This design comes from an exercise in tuning for small area on the open sky130 flow, not from production work. Only simulation tests tie the RTL to the original design; equivalence was not proved. The clock port is modelled as an ideal driver, which makes a skipped or thinned clock tree look cheaper than it is; a real chip needs a root buffer or a tree. Power figures rest on the tool's default switching activity, not on a simulated workload.

==> run a <==
==> flow/design.v <==
module hub75_bcm_ctl #(
  parameter int COLOR_COUNT = 3,
  parameter int COLOR_BITS = 4,
  parameter int COL_ADDR_BITS = 6,
  parameter int ROW_ADDR_BITS = 4,
  parameter int SECTIONS = 2,
  parameter int BLANK_CYCLES = 4,
  parameter int ON_UNIT = 8
) (
  input  logic clk,
  input  logic rst,
  input  logic enable,
  input  logic [7:0] brightness,
  input  logic [SECTIONS*COLOR_COUNT*(2**COL_ADDR_BITS)*COLOR_BITS-1:0] row_in,
  input  logic row_valid,
  output logic row_req,
  output logic [ROW_ADDR_BITS-1:0] next_row,
  output logic hub_clk,
  output logic hub_lat,
  output logic hub_noe,
  output logic [ROW_ADDR_BITS-1:0] hub_mux,
  output logic [SECTIONS*COLOR_COUNT-1:0] s_out,
  output logic frame_done
);
  localparam int C = 2**COL_ADDR_BITS;
  localparam int SC = SECTIONS*COLOR_COUNT;
  localparam int L = 255;
  localparam logic [1:0] P_IDLE = 2'd0, P_SHIFT = 2'd1, P_BLANK = 2'd2, P_DISP = 2'd3;
  logic [1:0] ph, ph_n;            
  logic [6:0] cnt, cnt_n;          
  logic [5:0] cnt_hi;
  assign cnt = {cnt_hi, hub_clk};
  logic [1:0] plane, plane_n;
  logic [6:0] br, br_n;            
  logic nreq;                      
  logic load, nload;
  logic sh, bl, dp, cin, e, req_n, done_n, lat_n;
  logic [5:0] up;
  logic [6:0] mask;
  assign load = row_req & row_valid;
  assign nload = nreq | ~row_valid;
  always_comb begin
    sh = ph == P_SHIFT;
    bl = ph == P_BLANK;
    dp = ph == P_DISP;
    cin = cnt[0] | ~sh;
    {e, up} = {1'b0, cnt[6:1]} + 7'(cin);
    ph_n = ph;
    plane_n = plane;
    req_n = row_req;
    done_n = 1'b0;
    case (ph)
      P_IDLE: begin
        req_n = row_req ? !row_valid : enable;
        if (load) ph_n = P_SHIFT;
      end
      P_SHIFT: if (e) ph_n = P_BLANK;
      P_BLANK: if (e) ph_n = P_DISP;
      default: if (e) begin
        plane_n = plane + 1'b1;
        if (plane == 2'd3) begin
          ph_n = P_IDLE;
          req_n = enable;
          done_n = &next_row;
        end else begin
          ph_n = P_SHIFT;
        end
      end
    endcase
    case (plane)
      2'd0: mask = 7'b0001110;
      2'd1: mask = 7'b0000110;
      2'd2: mask = 7'b0000010;
      default: mask = 7'b0000000;
    endcase
    if (ph == P_IDLE) cnt_n = '0;
    else cnt_n = {up, sh & ~cnt[0]}
                 | (sh & e ? 7'b1101110 : 7'b0)
                 | (bl & e || dp & !e ? mask : 7'b0);
    lat_n = ph_n == P_BLANK && cnt_n == 7'b1110110;
    br_n = bl & e ? {brightness[7:2], &brightness[1:0]} : br;
  end
  always_ff @(posedge clk) begin
    br <= br_n;
    cnt_hi <= cnt_n[6:1];
  end
  logic [SC-1:0][L-1:0] ring, rin;
  localparam int H0 = 63, H1 = 126, H2 = 190, H3 = 254;
  for (genvar b = 0; b < 4; b++) begin : g_pl
    for (genvar kk = (b == 0 ? 1 : 0); kk < C; kk++) begin : g_col
      localparam int HB = b == 0 ? H0 : b == 1 ? H1 : b == 2 ? H2 : H3;
      localparam int J = (2*(HB - kk)) % L;
      for (genvar i = 0; i < SC; i++) begin : g_ln
        assign rin[i][J] = row_in[(i*C + C-1 - kk)*COLOR_BITS + b];
      end
    end
  end
  always_ff @(posedge clk) begin
    for (int i = 0; i < SC; i++)
      for (int k = 0; k < L; k++)
        ring[i][k] <= ~((load | ring[i][(k+L-1)%L]) & (nload | rin[i][k]));
  end
  logic [SC-1:0] tap, s_n;
  always_comb
    for (int i = 0; i < SC; i++) begin
      case (plane_n)
        2'd0: tap[i] = ring[i][125];
        2'd1: tap[i] = ~ring[i][141];
        2'd2: tap[i] = ring[i][167];
        default: tap[i] = ~ring[i][209];
      endcase
      s_n[i] = load ? row_in[(i*C + C-1)*COLOR_BITS] :
               ph_n == P_SHIFT && (cnt_n[0] ? s_out[i] : tap[i]);
    end
  always_ff @(posedge clk or posedge rst) begin
    if (rst) begin
      ph <= P_IDLE;
      hub_clk <= 1'b0;
      plane <= '0;
      next_row <= '0;
      hub_lat <= 1'b0;
      hub_noe <= 1'b1;
      hub_mux <= '0;
      s_out <= '0;
      row_req <= 1'b0;
      nreq <= 1'b1;
      frame_done <= 1'b0;
    end else begin
      ph <= ph_n;
      hub_clk <= cnt_n[0];
      plane <= plane_n;
      if (dp && e && plane == 2'd3) next_row <= next_row + 1'b1;
      hub_lat <= lat_n;
      hub_noe <= !(ph_n == P_DISP && {cnt_n[6:1], 1'b1} <= br_n);
      if (lat_n) hub_mux <= next_row;
      s_out <= s_n;
      row_req <= req_n;
      nreq <= !req_n;
      frame_done <= done_n;
    end
  end
endmodule
==> flow/flow/run.sh <==
#!/bin/bash
# Standard ORFS layout, with minimum-size port buffers and the clock tree
# built by cts_tree.tcl (recursive-bisection clusters) in place of TritonCTS.
set -euo pipefail
# Leaves: inv_16 driving about 36 flip-flops; two levels of clkbuf_16 with
# fanout 4; a clkinv_16 root on the clock port (two inversions in all).
export CT_LEAF_SINKS=${CT_LEAF_SINKS:-36}
export CT_LEAF_BUF=${CT_LEAF_BUF:-sky130_fd_sc_hd__inv_16}
export CT_UP_BUFS=${CT_UP_BUFS:-"sky130_fd_sc_hd__clkbuf_16 sky130_fd_sc_hd__clkbuf_16"}
export CT_ROOT_BUF=${CT_ROOT_BUF:-sky130_fd_sc_hd__clkinv_16}
export CT_FANOUTS=${CT_FANOUTS:-"4 4"}
export CT_SLEW_TARGET=${CT_SLEW_TARGET:-0.112}
bash standard.sh \
  'BUFFER_PORTS_ARGS=-buffer_cell sky130_fd_sc_hd__buf_1' \
  "PRE_CTS_TCL=$PWD/flow/cts_tree.tcl" \
  finish > flow.log 2>&1
==> flow/flow/cts_tree.tcl <==
# Clock tree built by recursive bisection: the flip-flops are split into
# compact clusters of about CT_LEAF_SINKS sinks, each driven by one leaf
# buffer at its centre; the leaf buffers are split the same way into groups
# driven by mid buffers, which the root buffer drives. The clock port drives
# only the root buffer. Replaces clock_tree_synthesis in ORFS's cts.tcl.

proc ct_env {name default} {
  if {[info exists ::env($name)] && $::env($name) ne ""} { return $::env($name) }
  return $default
}

# items: list of {x y payload}; k: number of groups. Returns a list of groups.
proc ct_split {items k} {
  if {$k <= 1 || [llength $items] <= 1} { return [list $items] }
  set xs [lmap i $items {lindex $i 0}]
  set ys [lmap i $items {lindex $i 1}]
  set dx [expr {[tcl::mathfunc::max {*}$xs] - [tcl::mathfunc::min {*}$xs]}]
  set dy [expr {[tcl::mathfunc::max {*}$ys] - [tcl::mathfunc::min {*}$ys]}]
  set sorted [lsort -integer -index [expr {$dx >= $dy ? 0 : 1}] $items]
  set k1 [expr {$k / 2}]
  set k2 [expr {$k - $k1}]
  set n [llength $items]
  set n1 [expr {int(round(double($n) * $k1 / $k))}]
  return [concat [ct_split [lrange $sorted 0 [expr {$n1 - 1}]] $k1] \
                 [ct_split [lrange $sorted $n1 end] $k2]]
}

proc ct_centre {items} {
  set sx 0.0; set sy 0.0
  foreach i $items { set sx [expr {$sx + [lindex $i 0]}]; set sy [expr {$sy + [lindex $i 1]}] }
  set n [llength $items]
  return [list [expr {int($sx / $n)}] [expr {int($sy / $n)}]]
}

proc ct_add_buffer {block master name xy in_net out_net} {
  set inst [odb::dbInst_create $block $master $name]
  set w [$master getWidth]; set h [$master getHeight]
  $inst setLocation [expr {[lindex $xy 0] - $w / 2}] [expr {[lindex $xy 1] - $h / 2}]
  $inst setPlacementStatus PLACED
  [$inst findITerm A] connect $in_net
  foreach it [$inst getITerms] {
    if {[$it isOutputSignal]} { $it connect $out_net }
  }
  return $inst
}

proc ct_build {args} {
  set db [ord::get_db]
  set block [ord::get_db_block]
  set leaf_sinks [ct_env CT_LEAF_SINKS 20]
  set fanouts [ct_env CT_FANOUTS {8 4}]
  set leaf_master [$db findMaster [ct_env CT_LEAF_BUF sky130_fd_sc_hd__clkbuf_8]]
  set up_master [$db findMaster [ct_env CT_UP_BUF sky130_fd_sc_hd__clkbuf_16]]
  set root_master [$db findMaster [ct_env CT_ROOT_BUF sky130_fd_sc_hd__clkbuf_16]]
  set clk [$block findNet [ct_env CT_CLOCK_NET clk]]
  set sinks {}
  foreach it [$clk getITerms] {
    set b [[$it getInst] getBBox]
    lappend sinks [list [expr {([$b xMin] + [$b xMax]) / 2}] [expr {([$b yMin] + [$b yMax]) / 2}] $it]
  }
  # Level 0: the sinks grouped into leaf clusters. Each level's nodes are
  # {x y net} where net is the net the node's buffer will drive.
  set n [expr {int(ceil(double([llength $sinks]) / $leaf_sinks))}]
  set nodes {}
  set i 0
  foreach grp [ct_split $sinks $n] {
    set net [odb::dbNet_create $block ctnet_0_$i]
    $net setSigType CLOCK
    foreach s $grp {
      set it [lindex $s 2]
      $it disconnect
      $it connect $net
    }
    lappend nodes [list {*}[ct_centre $grp] $net]
    incr i
  }
  puts "ct_build: [llength $sinks] sinks, $n leaf buffers"
  set level 0
  set master $leaf_master
  # Each pass places the buffers for the current nodes, grouping them under
  # new parent nets, until a single node (the root) remains.
  while {1} {
    set fo [lindex $fanouts [expr {min($level, [llength $fanouts] - 1)}]]
    set np [expr {int(ceil(double([llength $nodes]) / $fo))}]
    if {[llength $nodes] == 1} { set np 0 }
    if {$np == 0} {
      set nd [lindex $nodes 0]
      set rm [expr {$level == 0 ? $master : $root_master}]
      ct_add_buffer $block $rm ctbuf_${level}_0 [lrange $nd 0 1] $clk [lindex $nd 2]
      break
    }
    set parents {}
    set j 0
    if {$level > 0} {
      set ups [ct_env CT_UP_BUFS ""]
      if {[llength $ups]} {
        set master [$db findMaster [lindex $ups [expr {min($level - 1, [llength $ups] - 1)}]]]
      }
    }
    foreach grp [ct_split $nodes $np] {
      set pnet [odb::dbNet_create $block ctnet_[expr {$level + 1}]_$j]
      $pnet setSigType CLOCK
      set k 0
      foreach nd $grp {
        ct_add_buffer $block $master ctbuf_${level}_${j}_$k [lrange $nd 0 1] $pnet [lindex $nd 2]
        incr k
      }
      lappend parents [list {*}[ct_centre $grp] $pnet]
      incr j
    }
    puts "ct_build: level [expr {$level + 1}]: $np buffers"
    set nodes $parents
    set master $up_master
    incr level
  }
  set_propagated_clock [all_clocks]
  ct_check_polarity $block $clk
  ct_split_leaves $block
  puts "ct_build: done"
}

# Every path from the clock port to a flip-flop must pass an even number of
# inverters; follow one path down and stop the flow if not.
proc ct_check_polarity {block clk} {
  set inv 0
  set net $clk
  while {1} {
    set next {}
    foreach it [$net getITerms] {
      if {[$it isInputSignal]} { set next [$it getInst]; break }
    }
    if {$next eq "" || ![string match ctbuf_* [$next getName]]} { break }
    if {[string match *inv* [[$next getMaster] getName]]} { incr inv }
    foreach it [$next getITerms] { if {[$it isOutputSignal]} { set net [$it getNet] } }
  }
  puts "ct_build: $inv inverting levels"
  if {$inv % 2} { error "ct_build: odd number of inverting levels in the clock tree" }
}

# Split each leaf cluster whose flip-flops see a clock slew above
# CT_SLEW_TARGET (ns, with placement parasitics) in two, the new half driven
# by a new leaf cell on the same parent net. Repeated CT_SPLIT_PASSES times.
proc ct_pin_xy {it} {
  set b [[$it getInst] getBBox]
  return [list [expr {([$b xMin] + [$b xMax]) / 2}] [expr {([$b yMin] + [$b yMax]) / 2}]]
}

proc ct_split_leaves {block} {
  set target [ct_env CT_SLEW_TARGET 0.115]
  set passes [ct_env CT_SPLIT_PASSES 3]
  set added 0
  for {set pass 0} {$pass < $passes} {incr pass} {
    estimate_parasitics -placement
    set bad {}
    foreach inst [$block getInsts] {
      if {![string match ctbuf_0_* [$inst getName]]} { continue }
      set worst 0
      foreach it [$inst getITerms] {
        if {![$it isOutputSignal]} { continue }
        foreach sink [[$it getNet] getITerms] {
          if {![$sink isInputSignal]} { continue }
          set pin [get_pins [$sink getName]]
          foreach e {rise fall} { set worst [expr {max($worst, [get_property $pin slew_max_$e])}] }
        }
      }
      if {$worst > $target} { lappend bad $inst }
    }
    if {![llength $bad]} { break }
    foreach inst $bad {
      set in_net [[$inst findITerm A] getNet]
      foreach it [$inst getITerms] { if {[$it isOutputSignal]} { set out_net [$it getNet] } }
      set sinks {}
      foreach sink [$out_net getITerms] {
        if {[$sink isInputSignal]} { lappend sinks [list {*}[ct_pin_xy $sink] $sink] }
      }
      if {[llength $sinks] < 2} { continue }
      lassign [ct_split $sinks 2] g1 g2
      set name [$inst getName]_s$pass
      set net [odb::dbNet_create $block ctnet_$name]
      $net setSigType CLOCK
      foreach s $g2 {
        set it [lindex $s 2]
        $it disconnect
        $it connect $net
      }
      ct_add_buffer $block [$inst getMaster] $name [ct_centre $g2] $in_net $net
      set xy [ct_centre $g1]
      set m [$inst getMaster]
      $inst setLocation [expr {[lindex $xy 0] - [$m getWidth] / 2}] [expr {[lindex $xy 1] - [$m getHeight] / 2}]
      incr added
    }
  }
  puts "ct_build: $added leaf clusters split"
}

rename clock_tree_synthesis ct_orig_clock_tree_synthesis
proc clock_tree_synthesis {args} { ct_build }
==> flow/standard.sh <==
#!/bin/bash
# synth_recipe.tcl (not shown) runs the flow's synth.tcl, then flattens the netlist and writes it again
# the make line also repeats each setting of config.mk as NAME=value (left out here)
make -C /OpenROAD-flow-scripts/flow DESIGN_CONFIG=/design/flow/config.mk WORK_HOME=/design/flow/orfs CLKGATE_MAP_FILE= SYNTH_SCRIPT=/design/flow/synth_recipe.tcl "${@:-finish}"
==> flow/config.mk <==
export PLATFORM = sky130hd
export DESIGN_NAME = hub75_bcm_ctl
export DESIGN_NICKNAME = hub75_bcm_ctl
export VERILOG_FILES = /design/flow/design.v
export SDC_FILE = /design/flow/constraint.sdc
export NUM_CORES = 4
export LEC_CHECK = 0
export CAP_MARGIN = 20
export CORE_AREA = 10 10 530 530
export DIE_AREA = 0 0 540 540
export PLACE_DENSITY = 0.7
export SLEW_MARGIN = 35
==> flow/constraint.sdc <==
create_clock -name core_clock -period 10.0 [get_ports {clk}]
set_input_delay 2.0000 -clock core_clock [delete_from_list [all_inputs] [get_ports {clk}]]
set_output_delay 2.0000 -clock core_clock [all_outputs]
set_load 0.01 [all_outputs]
==> run b: changes against run a <==
--- a/flow/design.v
+++ b/flow/design.v
@@ -56,7 +56,9 @@
       end
-      P_SHIFT: if (e) ph_n = P_BLANK;
+      P_SHIFT: if (e) begin
+        ph_n = P_BLANK;
+        plane_n = plane + 1'b1;
+      end
       P_BLANK: if (e) ph_n = P_DISP;
       default: if (e) begin
-        plane_n = plane + 1'b1;
-        if (plane == 2'd3) begin
+        if (plane == 2'd0) begin
           ph_n = P_IDLE;
@@ -70,5 +72,5 @@
     case (plane)
-      2'd0: mask = 7'b0001110;
-      2'd1: mask = 7'b0000110;
-      2'd2: mask = 7'b0000010;
+      2'd1: mask = 7'b0001110;
+      2'd2: mask = 7'b0000110;
+      2'd3: mask = 7'b0000010;
       default: mask = 7'b0000000;
@@ -79,3 +81,3 @@
                  | (bl & e || dp & !e ? mask : 7'b0);
-    lat_n = ph_n == P_BLANK && cnt_n == 7'b1110110;
+    lat_n = bl && cnt[4:1] == 4'b1010;
     br_n = bl & e ? {brightness[7:2], &brightness[1:0]} : br;
@@ -105,3 +107,3 @@
     for (int i = 0; i < SC; i++) begin
-      case (plane_n)
+      case (plane)
         2'd0: tap[i] = ring[i][125];
@@ -131,3 +133,3 @@
       plane <= plane_n;
-      if (dp && e && plane == 2'd3) next_row <= next_row + 1'b1;
+      if (dp && e && plane == 2'd0) next_row <= next_row + 1'b1;
       hub_lat <= lat_n;
--- a/flow/flow/run.sh
+++ b/flow/flow/run.sh
@@ -6,6 +6,6 @@
 # fanout 4; a clkinv_16 root on the clock port (two inversions in all).
-export CT_LEAF_SINKS=${CT_LEAF_SINKS:-36}
+export CT_LEAF_SINKS=${CT_LEAF_SINKS:-34}
 export CT_LEAF_BUF=${CT_LEAF_BUF:-sky130_fd_sc_hd__inv_16}
-export CT_UP_BUFS=${CT_UP_BUFS:-"sky130_fd_sc_hd__clkbuf_16 sky130_fd_sc_hd__clkbuf_16"}
-export CT_ROOT_BUF=${CT_ROOT_BUF:-sky130_fd_sc_hd__clkinv_16}
+export CT_UP_BUFS=${CT_UP_BUFS:-"sky130_fd_sc_hd__clkbuf_16 sky130_fd_sc_hd__clkbuf_8"}
+export CT_ROOT_BUF=${CT_ROOT_BUF:-sky130_fd_sc_hd__clkinv_8}
 export CT_FANOUTS=${CT_FANOUTS:-"4 4"}
- SLEW_MARGIN: 35 -> 20
==> run notes <==
- Of run a and run b, run a has the higher core utilization (gap 0.068 points).
- Sequential power: run b is smaller than run a (about 17%).
- First-iteration DRC count: run a is higher than run b (about 27%).
- Against run a, the global-route usage of run b is lower by 0.72 points.
- Against run a, the area after synthesis of run b is smaller by about 0.38%.
- Critical path depth is the same in run a and run b.
- The combinational power of run a is 3.8 times that of run b.
No run of this note takes its clock network from TritonCTS; it comes from the design's own scripts or RTL.

==> port drivers added, routing unchanged <==
The flow's constraints put no driver on any port. The routed layouts listed below were extracted and timed again, unchanged, in two steps.
Step 1 assumes that a clkbuf_16 drives the clock port and a buf_2 every other input.
Step 2 times the ports against the registers' clock, not the clock port: input delays grow and output delays shrink by t, the midpoint of the rising clock arrivals with the driver on.
a / b / c = ideal ports / drivers / drivers and shift; a / b = the first two.
run | t, ns | slack for setup (ns) | worst slew at a driven data input, ns
run a | 0.791 | 5.679 / 5.752 / 4.961 | 0.27
run b | 0.867 | 5.626 / 5.668 / 4.801 | 0.29
After both steps every run listed still meets setup and hold. The setup slack of run b, which loses most, moves by +0.042 ns with the drivers and by -0.825 ns with both steps.
